What follows belongs to an exercise in optimizing a design on an open flow for small area, a short achievable clock period and few clock cycles per item; a production flow would make more cautious choices. In this exercise RTL edits were held to simulation tests only and were not proved equivalent to the original.

==> flow/design.v (excerpt) <==
module modular_exponentiation
#(
   parameter int MODULUS_BITS  = 32,
   parameter int EXPONENT_BITS = 64
) (
   input  logic                      clock,
   input  logic                      reset,
   input  logic                      req_tvalid,
   output logic                      req_tready,
   input  logic [REQ_DATA_WIDTH-1:0] req_tdata,    
   output logic                      rsp_tvalid,
   input  logic                      rsp_tready,
   output logic [RESULT_WIDTH-1:0]   rsp_tdata,    
   input  logic                      csr_psel,
   input  logic                      csr_penable,
   input  logic                      csr_pwrite,
   input  logic [CSR_ADDR_WIDTH-1:0] csr_paddr,
   input  logic [CSR_DATA_WIDTH-1:0] csr_pwdata,
   output logic [CSR_DATA_WIDTH-1:0] csr_prdata,
   output logic                      csr_pready
);
Size in the first run: ~2900 cells after synthesis, roughly 290 flip-flops, ~240 I/O pins, ~0.024 sq mm of cells after synthesis.
make LEC_CHECK=0 CAP_MARGIN=20 CORE_MARGIN=2 CORE_UTILIZATION=40 SETUP_SLACK_MARGIN=3 SLEW_MARGIN=20 finish   # period 10.0 ns
run.sh (not shown) runs the stock make flow with config.mk's settings and CLKGATE_MAP_FILE= SYNTH_SCRIPT=/design/flow/synth_recipe.tcl, a recipe that flattens the netlist after the stock synthesis.
Testbench counts at the start, summed over its fixed seeds: cycles 116,824, items 128.
Then changed:
- SETUP_SLACK_MARGIN: 3 -> unset
Result: Cell area fell by a few percent. Maximum frequency fell by a few percent. Clock skew fell by 0.0036 ns. Synthesized cell count stays the same. Sequential cell count is unchanged.

* * *

modular_exponentiation, a different RTL version from the one above (not shown whole).
Size in the first run: about 3100 cells after synthesis, roughly 240 I/O pins.
Design modular_exponentiation, start of the top module:
module modular_exponentiation
#(
   parameter int MODULUS_BITS  = 32,
   parameter int EXPONENT_BITS = 64
) (
   input  logic                      clock,
   input  logic                      reset,
   input  logic                      req_tvalid,
   output logic                      req_tready,
   input  logic [REQ_DATA_WIDTH-1:0] req_tdata,    
   output logic                      rsp_tvalid,
   input  logic                      rsp_tready,
   output logic [RESULT_WIDTH-1:0]   rsp_tdata,    
   input  logic                      csr_psel,
   input  logic                      csr_penable,
   input  logic                      csr_pwrite,
   input  logic [CSR_ADDR_WIDTH-1:0] csr_paddr,
   input  logic [CSR_DATA_WIDTH-1:0] csr_pwdata,
   output logic [CSR_DATA_WIDTH-1:0] csr_prdata,
   output logic                      csr_pready
);
clock: 10.0 ns
lec_check: 0
cap_margin: 20
core_margin: 2
core_utilization: 40
place_density: 0.7
setup_slack_margin: 4.5
slew_margin: 20
tns_end_percent: 5
The baseline went through all stages and came out clean.
Testbench counts at the start, summed over its fixed seeds: cycles 110,475, items 128.
Rerun with:
PLACE_DENSITY = unset   (was 0.7)
SETUP_SLACK_MARGIN = 4.75   (was 4.5)
TNS_END_PERCENT = 2   (was 5)
Outcome:
- The new run completed with no timing, DRC or antenna violations
- routed wire length goes up by 2.0%
- clock skew goes up by 3.8 ps
- count of clock-buffer cells in the layout goes up by 4
- register-to-register slack improves by 140 ps
Rerun with:
SETUP_SLACK_MARGIN = 4.5   (was 4.75)
TNS_END_PERCENT = unset   (was 2)
=> Routed wire length rose by 3.9%; first-iteration DRC count fell by about 1.8%; critical path depth fell by 1; worst setup slack got worse by 64 ps; via count rose by about 2%; count of clock-buffer cells in the layout fell by 2; final area rose by about 2.8%; register-to-register slack got worse by 60 ps; cell count rose by about 0.7%.

* * *

modular_exponentiation again, from the RTL that the note above started with.
make LEC_CHECK=0 CAP_MARGIN=20 CORE_MARGIN=2 CORE_UTILIZATION=40 SETUP_SLACK_MARGIN=4.0 SLEW_MARGIN=20 TNS_END_PERCENT=5 finish   # period 10.0 ns
Testbench counts at the start, summed over its fixed seeds: cycles 110,475, items 128.
==> next run, changes <==
- SETUP_SLACK_MARGIN: 4.0 -> 4.5
The new run produced a clean layout.
Design area went up by 0.42%.
Global-route usage grows by 0.30 points.
Hold slack loses 9.0 ps.
Synthesized cell count is unchanged.
Via count shrinks by 1.1%.
Core utilization went up by 0.20 points.
Wire length came out lower by about 1.3%.
Sequential share of layout area is about the same.

* * *

R:
Another version of the RTL of modular_exponentiation (not shown whole).
Size: roughly 290 flip-flops, roughly 240 I/O pins, about 25000 sq um of cells after synthesis.
==> flow/design.v (excerpt) <==
module modular_exponentiation
#(
   parameter int MODULUS_BITS  = 32,
   parameter int EXPONENT_BITS = 64
) (
   input  logic                      clock,
   input  logic                      reset,
   input  logic                      req_tvalid,
   output logic                      req_tready,
   input  logic [REQ_DATA_WIDTH-1:0] req_tdata,    
   output logic                      rsp_tvalid,
   input  logic                      rsp_tready,
   output logic [RESULT_WIDTH-1:0]   rsp_tdata,    
   input  logic                      csr_psel,
   input  logic                      csr_penable,
   input  logic                      csr_pwrite,
   input  logic [CSR_ADDR_WIDTH-1:0] csr_paddr,
   input  logic [CSR_DATA_WIDTH-1:0] csr_pwdata,
   output logic [CSR_DATA_WIDTH-1:0] csr_prdata,
   output logic                      csr_pready
);
   logic [2:0]               state_ff, state_in;
   logic [1:0]               op_ff, op_in;
   logic [31:0]              modulus_ff, modulus_in;
   logic [31:0]              m_ff, m_in;            
   logic [4:0]               sh_ff, sh_in;          
   logic [32:0]              x_ff, x_in;            
   logic [32:0]              r_ff, r_in;            
   logic [DW-1:0]            sv_ff, sv_in;          
   logic [DW-1:0]            cv_ff, cv_in;
   logic [EXPONENT_BITS-1:0] e_ff, e_in;
   logic [4:0]               cnt_ff, cnt_in;        
   logic                     first_ff, first_in;    
   logic                     pend_ff, pend_in;      
   logic                     one_ff, one_in;        
   logic                     bool_ff, bool_in;      
  ...
clock: 10.0 ns
lec_check: 0
cap_margin: 20
core_margin: 2
core_utilization: 55
setup_slack_margin: 5
slew_margin: 20
Having completed the whole flow, R delivered a layout that passed the timing, design-rule and antenna checks.
Testbench counts of R, summed over its fixed seeds: cycles 110,475, items 128.
The following lists how S was set up differently from R:
Settings: a change of CORE_UTILIZATION from 55 to 40.
### Flow results
- Delta (S minus R): share of final layout cell area taken by clock buffers and inverters about even; non-filler instance count after layout rose 6.3%; final clock skew fell 0.0063 ns; initial antenna violation count fell 2.
- Relative to R, the final cell area reported for S is higher.
- Non-clock buffering overhead in the final layout of R is on par with S.
- Every stage of the flow completed for S, and the final layout passed the timing, design-rule and antenna checks.
- Looking at utilization after layout, S sits 19 points lower than R does.

## separate check: timing with driven ports
The results above use ideal ports. As a check the final layouts listed here were re-extracted and re-timed, cells and wires unchanged. Step 1 sets driving cells, clkbuf_16 on the clock port and buf_2 on the other inputs (assumed; they add their load-dependent delay and slew). Step 2 also shifts input and output timing later by t, the mid clock arrival at the registers, as if the neighbouring blocks saw the same clock. Three values: ideal, step 1, step 2; two values: the first two.
run	shift t [ns]	setup slack, ns	hold slack, ns	slew at the worst register clock pin (ns)	worst data-port slew with drivers (ns)
the first run of note 1	0.628	0.778 / 0.778 / 0.778	0.524 / 0.524 / 0.524	0.07 / 0.07	0.09
the second run of note 1	0.624	0.419 / 0.419 / 0.419	0.518 / 0.518 / 0.518	0.06 / 0.06	0.10
the first run of note 2	0.641	3.913 / 3.913 / 3.418	0.479 / 0.479 / 0.479	0.07 / 0.07	0.06
the second run of note 2	0.623	4.051 / 4.051 / 3.611	0.484 / 0.484 / 0.484	0.06 / 0.06	0.08
the third run of note 2	0.627	3.987 / 3.987 / 3.987	0.478 / 0.478 / 0.478	0.06 / 0.06	0.08
the first run of note 3	0.619	3.860 / 3.860 / 3.860	0.489 / 0.489 / 0.489	0.07 / 0.07	0.06
the second run of note 3	0.626	4.051 / 4.051 / 3.649	0.480 / 0.480 / 0.480	0.06 / 0.06	0.07
R	0.621	4.137 / 4.137 / 4.137	0.534 / 0.534 / 0.534	0.06 / 0.06	0.07
S	0.621	4.214 / 4.214 / 4.214	0.514 / 0.514 / 0.514	0.06 / 0.06	0.07
After both steps setup and hold are still met in every run listed. For the first run of note 2, which loses most, drivers alone change the setup slack by 0.000 ns; drivers and shift together by -0.495 ns.
